Source: an optimization exercise on an open RTL-to-GDS flow (aim: small area and a short achievable clock period). Production flows keep margins and buffers that such runs may drop. Function was checked by simulation only, so behaviour that the tests miss may differ from the original. The clock port is modelled as an ideal driver; clocking choices that lean on that would not hold on a real chip. Power figures rest on the tool's default switching activity, not on a simulated workload.

==> inputs of run P <==
// sprUnitTop
module sprUnitTop (
  input  logic                       CB,
  input  logic                       rstN,
  input  logic                       exeMtspr,
  input  logic                       exeMfspr,
  input  logic [10-1:0]     exeSprf,
  input  logic                       exeBranchAndLink,
  input  logic                       exeBcDecr,
  input  logic [32-1:0]      exeData,
  input  logic                       excSwap01,
  input  logic                       excSwap23,
  input  logic                       excSwapEnable,
  input  logic                       excWbRfci,
  input  logic                       sprHold,
  input  logic [30-1:0] refetchAddr,
  input  logic [32-1:0]      crIn,
  output logic [32-1:0]      readData,
  output logic [32-1:0]      link,
  output logic [32-1:0]      ctr,
  output logic                       ctrEq1,
  output logic                       ctrEq2,
  output logic [16-1:0]     evpr,
  output logic [30-1:0] returnAddr,
  output logic                       exeMtLr,
  output logic                       exeMtCtr
);
  logic [9:0] sprn;
  logic       lrSel, ctrSel, evprSel, srr0Sel, srr2Sel;
  logic [7:0] sprgSel;    
  logic       mtOk;
  assign sprn = {exeSprf[4:0], exeSprf[9:5]};
  assign lrSel   = (sprn == 10'h008);
  assign ctrSel  = (sprn == 10'h009);
  assign evprSel = (sprn == 10'h3D6);
  assign srr0Sel = (sprn == 10'h01A);
  assign srr2Sel = (sprn == 10'h3DE);
  for (genvar i = 0; i < 8; i++) begin : gSel
    assign sprgSel[i] = (sprn == 10'h110 + 10'(i));
  end
  assign mtOk = exeMtspr & ~sprHold;
  logic        rst;
  assign rst = ~rstN;
  logic [31:0] dataR;
  for (genvar i = 0; i < 32; i++) begin : gDataR
    sg_and2 u (.a(exeData[i]), .b(rstN), .y(dataR[i]));
  end
  logic        lrLd, lrSelInc, lrSelDat;
  logic [29:0] linkInc;
  logic [31:0] linkD;
  assign lrLd     = rst | (~sprHold & (exeBranchAndLink | (exeMtspr & lrSel)));
  assign lrSelInc = rstN & exeBranchAndLink;
  assign lrSelDat = rstN & ~exeBranchAndLink;
  wordInc #(30) linkInc_i (.a(exeData[31:2]), .y(linkInc));
  for (genvar i = 0; i < 2; i++) begin : gLinkLo
  ...
==> flow/config.mk <==
export PLATFORM = sky130hd
export DESIGN_NAME = sprUnitTop
export DESIGN_NICKNAME = sprUnitTop
export VERILOG_FILES = /design/flow/design.v
export SDC_FILE = /design/flow/constraint.sdc
export NUM_CORES = 4
export LEC_CHECK = 0
export CAP_MARGIN = 20
export CORE_MARGIN = 2
export CORE_UTILIZATION = 60
export CTS_BUF_LIST = sky130_fd_sc_hd__clkbuf_16
export CTS_CLUSTER_DIAMETER = 80
export CTS_CLUSTER_SIZE = 20
export SLEW_MARGIN = 20
export SYNTH_HIERARCHICAL = 1
==> flow/constraint.sdc <==
create_clock -name core_clock -period 5.5 [get_ports {CB}]
set_input_delay 1.1000 -clock core_clock [delete_from_list [all_inputs] [get_ports {CB}]]
set_output_delay 1.1000 -clock core_clock [all_outputs]
set_load 0.01 [all_outputs]
standard.sh (not shown) runs the stock make flow with config.mk's settings and CLKGATE_MAP_FILE= SYNTH_SCRIPT=/design/flow/synth_recipe.tcl, a recipe that flattens the netlist after the stock synthesis.
==> flow/flow/run.sh <==
#!/bin/bash
# Layout flow: the standard flow (standard.sh, unchanged synthesis) with
#  - every combinational cell started at its smallest drive before floorplan
#    (flow/downsize.tcl); the repair steps size up only where timing needs it
#  - buf_1 port buffers instead of the default delay-cell buffers
#  - area recovery by gate sizing after CTS and after global routing
#    (flow/post_cts.tcl, flow/post_grt.tcl, flow/recover_area.tcl): a cell is
#    made smaller only where the worst setup slack stays as it was (and its
#    own pins keep 0.05 ns above it); after
#    global routing the cells of the worst path are also sized for speed,
#    and repair_design restores the slew and capacitance headroom
# Each step's full log is in orfs/logs/; make's own output goes to
# flow_make_cts.log (up to CTS) and flow_make.log (the rest).
set -euo pipefail
here=$(pwd)
export PRE_FLOORPLAN_TCL="$here/flow/downsize.tcl"
export POST_CTS_TCL="$here/flow/post_cts.tcl"
export POST_GLOBAL_ROUTE_TCL="$here/flow/post_grt.tcl"
export BUFFER_PORTS_ARGS="-buffer_cell sky130_fd_sc_hd__buf_1"
SETUP_SLACK_MARGIN=2.2 bash standard.sh cts > "$here/flow_make_cts.log" 2>&1
SETUP_SLACK_MARGIN=1.6 bash standard.sh > "$here/flow_make.log" 2>&1
==> flow/flow/post_cts.tcl <==
# After CTS and its timing repair: recover area by gate sizing
# (flow/recover_area.tcl) with placement parasitics.
source [file join [file dirname [info script]] recover_area.tcl]
set ::ra_reestimate 1
estimate_parasitics -placement
recover_area 0.05
detailed_placement
==> flow/flow/post_grt.tcl <==
# After global routing and its timing repair:
#  1. recover area by gate sizing (flow/recover_area.tcl), placement
#     parasitics re-estimated after each change
#  2. repair_design puts back the slew and capacitance headroom
#  3. size the cells of the worst path for speed, global-route parasitics
#     re-estimated after each change
# then legalize, update the global routes of the changed nets and the guides.
source [file join [file dirname [info script]] recover_area.tcl]
set ::ra_reestimate 1
estimate_parasitics -placement
global_route -start_incremental
recover_area 0.05
estimate_parasitics -global_routing
repair_design -cap_margin 20 -slew_margin 20
detailed_placement
global_route -end_incremental
set ::ra_reestimate 2
estimate_parasitics -global_routing
global_route -start_incremental
improve_wns 30
detailed_placement
global_route -end_incremental
estimate_parasitics -global_routing
puts "post_grt: worst setup slack [worst_slack -max], hold [worst_slack -min], slew violations [sta::max_slew_violation_count], cap violations [sta::max_capacitance_violation_count]"
write_guides $::env(RESULTS_DIR)/route.guide
Other scripts of this flow, unchanged in this note and not shown: flow/flow/downsize.tcl, flow/flow/recover_area.tcl
==> inputs of run K, as changes to run P <==
==> flow/flow/run.sh (replaced) <==
#!/bin/bash
# Layout flow: the standard flow (standard.sh, unchanged synthesis) with
#  - every combinational cell started at its smallest drive before floorplan
#    (flow/downsize.tcl); the repair steps size up only where timing needs it
#  - buf_1 port buffers instead of the default delay-cell buffers
#  - area recovery by gate sizing after CTS and after global routing
#    (flow/post_cts.tcl, flow/post_grt.tcl, flow/recover_area.tcl): a cell is
#    made smaller only where the worst setup slack stays as it was; after
#    global routing the cells of the worst path are also sized for speed,
#    and repair_design restores the slew and capacitance headroom
# Each step's full log is in orfs/logs/; make's own output goes to flow_make.log.
set -euo pipefail
here=$(pwd)
export PRE_FLOORPLAN_TCL="$here/flow/downsize.tcl"
export POST_CTS_TCL="$here/flow/post_cts.tcl"
export POST_GLOBAL_ROUTE_TCL="$here/flow/post_grt.tcl"
export BUFFER_PORTS_ARGS="-buffer_cell sky130_fd_sc_hd__buf_1"
bash standard.sh > "$here/flow_make.log" 2>&1
--- a/flow/flow/post_cts.tcl
+++ b/flow/flow/post_cts.tcl
@@ -3,5 +3,5 @@
 source [file join [file dirname [info script]] recover_area.tcl]
 set ::ra_reestimate 1
 estimate_parasitics -placement
-recover_area 0.05
+recover_area 0.1
 detailed_placement
--- a/flow/flow/post_grt.tcl
+++ b/flow/flow/post_grt.tcl
@@ -9,7 +9,7 @@
 set ::ra_reestimate 1
 estimate_parasitics -placement
 global_route -start_incremental
-recover_area 0.05
+recover_area 0.1
 estimate_parasitics -global_routing
 repair_design -cap_margin 20 -slew_margin 20
 detailed_placement
- SETUP_SLACK_MARGIN: unset -> 2.0
==> comparison table <==
quantity	run K	run P
Result of the run	no timing/DRC/antenna violations	no timing/DRC/antenna violations
Final-layout non-clock buffer area share	10.4%	8.62%
CP Depth	10	11
Post-CTS clock slew at the launch and capture registers of the worst setup and hold paths	0.09 ns	0.08 ns
Met3 layer usage reported by global route	7.78%	6.47%
Switching power total	0.00151 W	0.00147 W
Power Dens Cells	280 nW/µm²	287 nW/µm²
End point of the critical path	readData[7]	readData[9]
Min cycle time layout	3.80 ns	3.74 ns
Max_slew headroom	26.4%	19.8%
Buffer count excluding the clock tree in the final layout	389	356
Internal cell power	0.00463 W	0.00461 W
Post-placement setup slack	1.06 ns	1.18 ns
Final cell area excluding filler cells	22000 µm²	21100 µm²

==> what the ideal ports hide <==
No port has a modelled driver above. Below, the same layouts with a new extraction and two added sets of constraints.
Step 1 sets driving cells, clkbuf_16 on the clock port and buf_2 on the other inputs (assumed; they add their load-dependent delay and slew).
Step 2 also shifts input and output timing later by t, the mid clock arrival at the registers, as if the neighbouring blocks saw the same clock.
Slacks: ideal / step 1 / step 2; pairs: ideal / step 1.
| run | t, ns | setup WS [ns] | hold slack, ns | worst data-port slew with drivers (ns) | cell pins on the clock port's net |
|---|---|---|---|---|---|
| run P | 0.588 | 1.764 / 1.709 / 1.370 | 0.864 / 0.842 / 0.864 | 0.09 | 1 |
| run K | 0.589 | 1.703 / 1.646 / 1.200 | 0.802 / 0.802 / 0.802 | 0.08 | 1 |
After both steps setup and hold are still met in every run listed. The setup slack of run K, which loses most, moves by -0.057 ns with the drivers and by -0.503 ns with both steps.
